Background: an optimization exercise with open tools, aiming at small area. Do not read the settings as production practice. Where RTL was checked, it was by simulation tests only, not by an equivalence proof against the original. No functional check of the RTL was part of run 1. Power figures rest on the tool's default switching activity, not on a simulated workload.

==> flow/design.v, too long to show whole: its modules and the start of the top module <==
// module medidor_potencia_ca: 2714 lines
// module booth_sel: 9 lines
// module csa_fa: 3 lines
// module csa_ha: 3 lines
module medidor_potencia_ca (
  input  logic        clk,
  input  logic        rst,
  input  logic        enable,
  input  logic        sample_valid,
  input  logic [31:0] tensao,
  input  logic [31:0] corrente,
  output logic [63:0] potencia_media,
  output logic [31:0] v_pico,
  output logic [31:0] i_pico,
  output logic [15:0] window_count,
  output logic        result_valid
);
  // ...
==> flow/flow/run.sh <==
#!/bin/bash
# Standard layout, with the port buffers made from the smallest buffer cell and
# a clock tree with larger sink clusters and no dummy loads.
set -euo pipefail
bash standard.sh "BUFFER_PORTS_ARGS=-buffer_cell sky130_fd_sc_hd__buf_1" \
  "CTS_ARGS=-sink_clustering_enable -repair_clock_nets -dont_use_dummy_load -sink_clustering_size 24 -sink_clustering_max_diameter 100" \
  finish > flow_make.log 2>&1
==> flow/standard.sh <==
#!/bin/bash
# synth_recipe.tcl (not shown) runs the flow's synth.tcl, then flattens the netlist and writes it again
# the make line also repeats each setting of config.mk as NAME=value (left out here)
make -C /OpenROAD-flow-scripts/flow DESIGN_CONFIG=/design/flow/config.mk WORK_HOME=/design/flow/orfs CLKGATE_MAP_FILE= SYNTH_SCRIPT=/design/flow/synth_recipe.tcl "${@:-finish}"
==> flow/config.mk <==
export PLATFORM = sky130hd
export DESIGN_NAME = medidor_potencia_ca
export DESIGN_NICKNAME = medidor_potencia_ca
export VERILOG_FILES = /design/flow/design.v
export SDC_FILE = /design/flow/constraint.sdc
export NUM_CORES = 4
export LEC_CHECK = 0
export CAP_MARGIN = 0
export CORE_MARGIN = 2
export CORE_UTILIZATION = 40
export SLEW_MARGIN = 0
export SYNTH_HIERARCHICAL = 1
export SYNTH_MINIMUM_KEEP_SIZE = 0
==> flow/constraint.sdc <==
create_clock -name core_clock -period 11.0 [get_ports {clk}]
set_input_delay 2.2000 -clock core_clock [delete_from_list [all_inputs] [get_ports {clk}]]
set_output_delay 2.2000 -clock core_clock [all_outputs]
set_load 0.01 [all_outputs]
==> run notes, run 1 <==
- worst-case headroom to the max-slew limit: 13.8%
- result of the run: no timing/DRC/antenna violations
- tap cell count: 1276
- Yosys reg bits: 425
- worst-path cell with the longest stage delay: sky130_fd_sc_hd__and3_2
- sequential-to-total area share from yosys stat: 25.1%
- CTS clk-pin slew, worst paths: 0.10 ns
- most used flip-flop cell after synthesis: sky130_fd_sc_hd__dfxtp_1
- depth of the worst register-to-register path: 25
- post-placement cell count: 5079
- peak ir drop on the vdd network: 0.000120 V
- cell type contributing the most total cell area after synthesis: sky130_fd_sc_hd__fa_1
- first-pass GRT wire length: 192000 um
- area added between synthesis and finish: 10.1%
- count of cell instances traversed by the critical path: 26
- Seq area share: 22.8%
- die outline height: 316 um
- number of warnings reported in the yosys synthesis log: 9
- fraction of synthesized area in multiplexers: 1.63%
- initial antenna violation count: 15
- Crit Reg-Reg Endpoint: hold_mean[63]
- startpoint of the lowest-slack hold path: hold_mean[11]
- inverter count of the layout excluding clock inverters: 171
- Biggest register: acc
- Port Buf Inserts: 212
- pin count of the biggest net entering global routing: 91
- estimated wirelength of the detail-placed design: 91600 um
- Top pwr grp: combinational logic
- met3 wirelength from detailed routing: 11900 um
- largest cells by area after synthesis: sky130_fd_sc_hd__fa_1, sky130_fd_sc_hd__dfxtp_1, sky130_fd_sc_hd__xnor2_1
- gate family responsible for the most delay along the worst path: adder cells
- footprint of the multi-input gates: 28200 um^2
==> run 2, diff against run 1 <==
--- a/flow/design.v
+++ b/flow/design.v
@@ -2655,23 +2655,21 @@
   assign sum[66] = cp66 ^ pgd12_65;
   assign sum[67] = cp67 ^ pgd13_66;
   assign sum[68] = cp68 ^ pgd11_67;
   assign sum[69] = cp69 ^ pgd13_68;
   assign sum[70] = cp70 ^ pgd12_69;
   assign sum[71] = cp71 ^ pgd13_70;
   assign sum[72] = cp72 ^ pgd10_71;
   assign sum[73] = cp73 ^ pgd13_72;
-  logic [31:0] abs_v, abs_i, pv_m, pi_m, pv_next, pi_next;
+  logic [31:0] abs_v, abs_i, pv_next, pi_next;
   assign abs_v   = tensao[31]   ? (~tensao + 32'd1)   : tensao;
   assign abs_i   = corrente[31] ? (~corrente + 32'd1) : corrente;
-  assign pv_m    = first ? 32'd0 : peak_v;
-  assign pi_m    = first ? 32'd0 : peak_i;
-  assign pv_next = (accept && abs_v > pv_m) ? abs_v : pv_m;
-  assign pi_next = (accept && abs_i > pi_m) ? abs_i : pi_m;
+  assign pv_next = (accept && (first || abs_v > peak_v)) ? abs_v : peak_v;
+  assign pi_next = (accept && (first || abs_i > peak_i)) ? abs_i : peak_i;
   always_ff @(posedge clk) begin
     if (rst)
       running <= 1'b0;
     else
       running <= enable;
   end
   always_ff @(posedge clk) begin
     if (rst || flush)
==> run notes, run 2 <==
- result of the run: no timing/DRC/antenna violations, unchanged
- worst setup slack after layout: 1.09 ns, was 0.976 ns
- worst-case headroom to the max-slew limit: 16.6%, was 13.8%
- RSZ-0062 raised after global routing: no, unchanged
- Worst R2R Start: running, unchanged
- static power due to leakage: 18.0 nW, about the same
- initial antenna violation count: 4, was 15
- total track usage: 24.9%, was 25.1%
- startpoint of the lowest-slack hold path: hold_mean[6], was hold_mean[11]
- endpoint of the worst hold path: potencia_media[6], was potencia_media[11]
- clk root buf: sky130_fd_sc_hd__clkbuf_16, unchanged
- number of nets with antenna violations after routing: 0, unchanged
- number of warnings reported in the yosys synthesis log: 9, unchanged
- number of max-slew violations in the final report: 0, unchanged
- data arrival time of the critical path: 10.30 ns, was 10.42 ns
- hold slack final: 0.421 ns, was 0.430 ns
- Total Die Area: 99100 um^2, was 99800 um^2
- crit path launch type: primary input, unchanged
- required time at the endpoint of the critical path: 11.39 ns, was 11.40 ns
- leading registers by flop count: acc (74), hold_mean (64), potencia_media (64), unchanged
- Via-to-Cell Ratio: 5.93, was 5.89
- flip-flop count of the largest register, all copies and words added: 74, unchanged
- Hold Fails Final Rpt: 0, unchanged
- via count of the routed design: 29900, was 30100
- Bufs on Longest Clock Path: 3, unchanged
- cell with the most instances after synthesis: sky130_fd_sc_hd__xnor2_1, unchanged
- Port Buf Inserts: 212, unchanged
- routability-driven placement congestion ratio: 0.996, was 0.972
- final worst path period need: 9.91 ns, was 10.02 ns
- Fmax achieved: 101 MHz, was 99.8 MHz
- non-filler instance count after layout: 5039, was 5116
- cell type contributing the most total cell area after synthesis: sky130_fd_sc_hd__fa_1, unchanged
- area added between synthesis and finish: 9.97%, was 10.1%
- pin count of the biggest net entering global routing: 69, was 91
- Total Power: 5.19 mW, was 5.06 mW
- portion of the clock cycle consumed by the worst path in the final layout: 90.1%, was 91.1%
- Post-Syn Instances: 3491, was 3557
- number of setup violations in the final report: 0, unchanged
- post-detailed-routing wire length: 124000 um, was 126000 um
- CTS H-Tree Depth: 1, unchanged
- vias in the first global route: 30400, was 30600
- commonest non-fill, non-tap cells in the layout: sky130_fd_sc_hd__xnor2_1, sky130_fd_sc_hd__o22ai_1, sky130_fd_sc_hd__fa_1, sky130_fd_sc_hd__dfxtp_1, sky130_fd_sc_hd__ha_1, unchanged
- clock tree from TritonCTS: built, unchanged
- number of iterations in the first detailed-routing pass: 5, was 6
- CTS buffer count: 28, was 27
- clock latency of the later-clocked register in the worst-skew pair: 0.64 ns, about the same
- Post-Route Setup TNS: 0 ns, unchanged
- mean instance size in the synthesized netlist: 11.1 um^2, was 10.9 um^2
- overall overflow remaining after global route: 0, unchanged
- net count reported at finish: 4608, was 4680
- Synth cell types: 54, was 68
- number of ports placed on the die boundary: 213, unchanged
- first-pass GRT wire length: 190000 um, was 192000 um
- Std-Cell Rows: 114, unchanged
- worst min-delay path class: reg -> reg, unchanged
- crit-path max FO: 28, was 21
- met3 wirelength from detailed routing: 12000 um, was 11900 um
- Die W: 315 um, was 316 um
- class of the most critical setup path: in -> reg, unchanged
- CTS clk-pin slew, worst paths: 0.09 ns, was 0.10 ns
- most used flip-flop cell after synthesis: sky130_fd_sc_hd__dfxtp_1, unchanged
- Power Dens Cells: 122 nW/um^2, was 118 nW/um^2
- largest cells by area after synthesis: sky130_fd_sc_hd__fa_1, sky130_fd_sc_hd__dfxtp_1, sky130_fd_sc_hd__xnor2_1, unchanged
- proportion of layout cells with a drive suffix above 1: 7.34%, was 5.90%
- topmost layer with routed signal wires: met4, was met5
- DRC violations left: 0, unchanged
- initial standard-cell utilization of the core: 40.1%, was 40.3%
- EDFF count, synth: 128, unchanged
- Yosys reg bits: 425, unchanged
- die outline height: 315 um, was 316 um
- number of buffers inserted by post-CTS setup repair: 0, unchanged
- Sinks on Clock Net: 425, unchanged
- post-placement cell count: 5006, was 5079
- worst reg-to-reg setup slack: 2.71 ns, was 2.50 ns
- standard cell core area: 96300 um^2, was 96600 um^2
- estimated wirelength of the detail-placed design: 91000 um, was 91600 um
- endpoint type of the worst setup path: flip-flop, unchanged
- depth of the worst register-to-register path: 26, was 25
- reported max-cap violation count: 0, unchanged
- Post-Synthesis Cell Area: 38600 um^2, was 38900 um^2
- async set-or-reset flop fraction in the synthesized netlist: 0%, unchanged
- most common cell after layout, fill and taps aside: sky130_fd_sc_hd__xnor2_1, unchanged
- met2 routed WL: 56000 um, was 55400 um
- Biggest register: acc, unchanged
- number of cells on the worst hold path: 1, unchanged
- peak ir drop on the vdd network: 0.000102 V, was 0.000120 V
- actual slew at the worst max-slew pin: 1.25 ns, was 1.29 ns
- most common library cells after synthesis: sky130_fd_sc_hd__xnor2_1, sky130_fd_sc_hd__o22ai_1, sky130_fd_sc_hd__fa_1, unchanged
- worst setup slack before clock tree synthesis: 0.635 ns, was 0.406 ns
- sequential-to-total area share from yosys stat: 25.3%, was 25.1%
- drt initial violations: 2936, was 3125
- detail-routed net length per standard cell: 24.7 um, was 24.5 um
- total of hold buffers inserted after clock tree synthesis: 0, unchanged
- top-area cell type share of the netlist area: 25.6%, was 25.5%
- setup skew after layout: 0.0853 ns, was 0.0846 ns
- M1 WL: 51000 um, was 53700 um
- post-CTS sizing: 0, unchanged
- Crit Reg-Reg Endpoint: hold_mean[63], unchanged
[run 2: modules after synthesis (local to each module, per instance)]
| module | copies in the design | cells inside | flops+latches |
|---|---|---|---|
| csa_ha | 148 | 1 | 0 |
| booth_sel | 528 | 1 | 0 |
| medidor_potencia_ca | 1 | 2320 | 425 |
| csa_fa | 495 | 1 | 0 |
[run 2: how the worst max path moves through the flow]
stage                            start       endpoint  slack (ns)  cells past startpoint
after floorplan           corrente[23]  hold_mean[63]        1.09                     25
after CTS                       enable  hold_mean[63]        1.28                     26
after global routing            enable  hold_mean[63]        0.81                     27
final                           enable  hold_mean[63]        1.09                     27
after detailed placement        enable  hold_mean[63]        0.63                     27
after global placement          enable  hold_mean[63]        0.63                     26
[run 2: layout make-up]
cell class                      instances  area (um^2)
Timing Repair Buffer                  345         1830
Multi-Input combinational cell       2786        27900
Sequential cell                       425         9790
Tap cell                             1276         1600
Fill cell                            9197        53800
Antenna cell                            5         12.5
Clock buffer                           28          701
Inverter                              174          653
[run 2: cells by family after synthesis]
| logic type | after synthesis | synth area share, % |
|---|---|---|
| buf+inv | 295 | 2.87 |
| flops | 425 | 25.3 |
| fa+ha+maj | 780 | 34.9 |
| compound gates | 865 | 15.0 |
| mux | 65 | 1.89 |
| other cells | 1 | 0.00970 |
| xor+xnor | 640 | 14.5 |
| simple gates | 420 | 5.57 |
[run 2: stage by stage]
stage | area (um^2) | utilization [%]
after floorplan | 38700 | -
final | 42500 | 44.1
after global placement | 41800 | 43.4
after global routing | 42500 | 44.1
after CTS | 42500 | 44.1
after detailed placement | 41800 | 43.4
[run 2: worst max-delay path: stages]
cell	delay [ns]
sky130_fd_sc_hd__buf_1	0.29
sky130_fd_sc_hd__and3_2	0.52
sky130_fd_sc_hd__buf_4	0.28
sky130_fd_sc_hd__nand2_1	0.30
sky130_fd_sc_hd__buf_4	0.37
sky130_fd_sc_hd__o22ai_1	0.26
sky130_fd_sc_hd__xnor2_1	0.19
sky130_fd_sc_hd__fa_1	0.50
sky130_fd_sc_hd__fa_1	0.54
sky130_fd_sc_hd__fa_1	0.43
sky130_fd_sc_hd__fa_1	0.43
sky130_fd_sc_hd__fa_1	0.52
sky130_fd_sc_hd__fa_1	0.42
sky130_fd_sc_hd__ha_1	0.37
sky130_fd_sc_hd__a21oi_1	0.27
sky130_fd_sc_hd__o21ai_0	0.19
sky130_fd_sc_hd__a21oi_1	0.22
sky130_fd_sc_hd__o21ai_0	0.12
sky130_fd_sc_hd__a21oi_1	0.28
sky130_fd_sc_hd__o22ai_1	0.25
sky130_fd_sc_hd__and4_1	0.26
sky130_fd_sc_hd__o21a_1	0.21
sky130_fd_sc_hd__a41oi_1	0.30
sky130_fd_sc_hd__a21oi_1	0.11
sky130_fd_sc_hd__ha_1	0.19
sky130_fd_sc_hd__nor2_1	0.12
sky130_fd_sc_hd__xnor2_1	0.09
[run 2: routing by layer]
layer  vias to the layer above  GRT usage [%]
met3                       304           5.61
met2                      1593           38.9
met5                         -              0
met1                     14900           33.4
li1                      13100              -
met4                         0           10.3
[run 2: power breakdown]
part,total [mW],internal (mW),switching [mW]
sequential,1.98,1.93,0.0538
combinational,2.23,0.910,1.32
clock,0.980,0.447,0.533
total,5.19,3.29,1.91

[port drivers added, routing unchanged]
Ports are ideal in the flow. The routed layouts listed here were re-timed in OpenROAD. Step 1 assumes that a clkbuf_16 drives the clock port and a buf_2 every other input. Step 2 also shifts input and output timing later by t, the mid clock arrival at the registers, as if the neighbouring blocks saw the same clock. Slacks: ideal ports / drivers / drivers and shift; pairs: ideal ports / drivers.
| run | shift t [ns] | setup slack, ns | hold WS [ns] | slew at the worst register clock pin (ns) |
|---|---|---|---|---|
| run 1 | 0.664 | 0.976 / 1.017 / 0.352 | 0.430 / 0.430 / 0.430 | 0.10 / 0.10 |
| run 2 | 0.664 | 1.092 / 1.131 / 0.467 | 0.421 / 0.421 / 0.421 | 0.10 / 0.10 |
After both steps setup and hold are still met in every run listed. The setup slack of run 2, which loses most, moves by +0.039 ns with the drivers and by -0.625 ns with both steps.
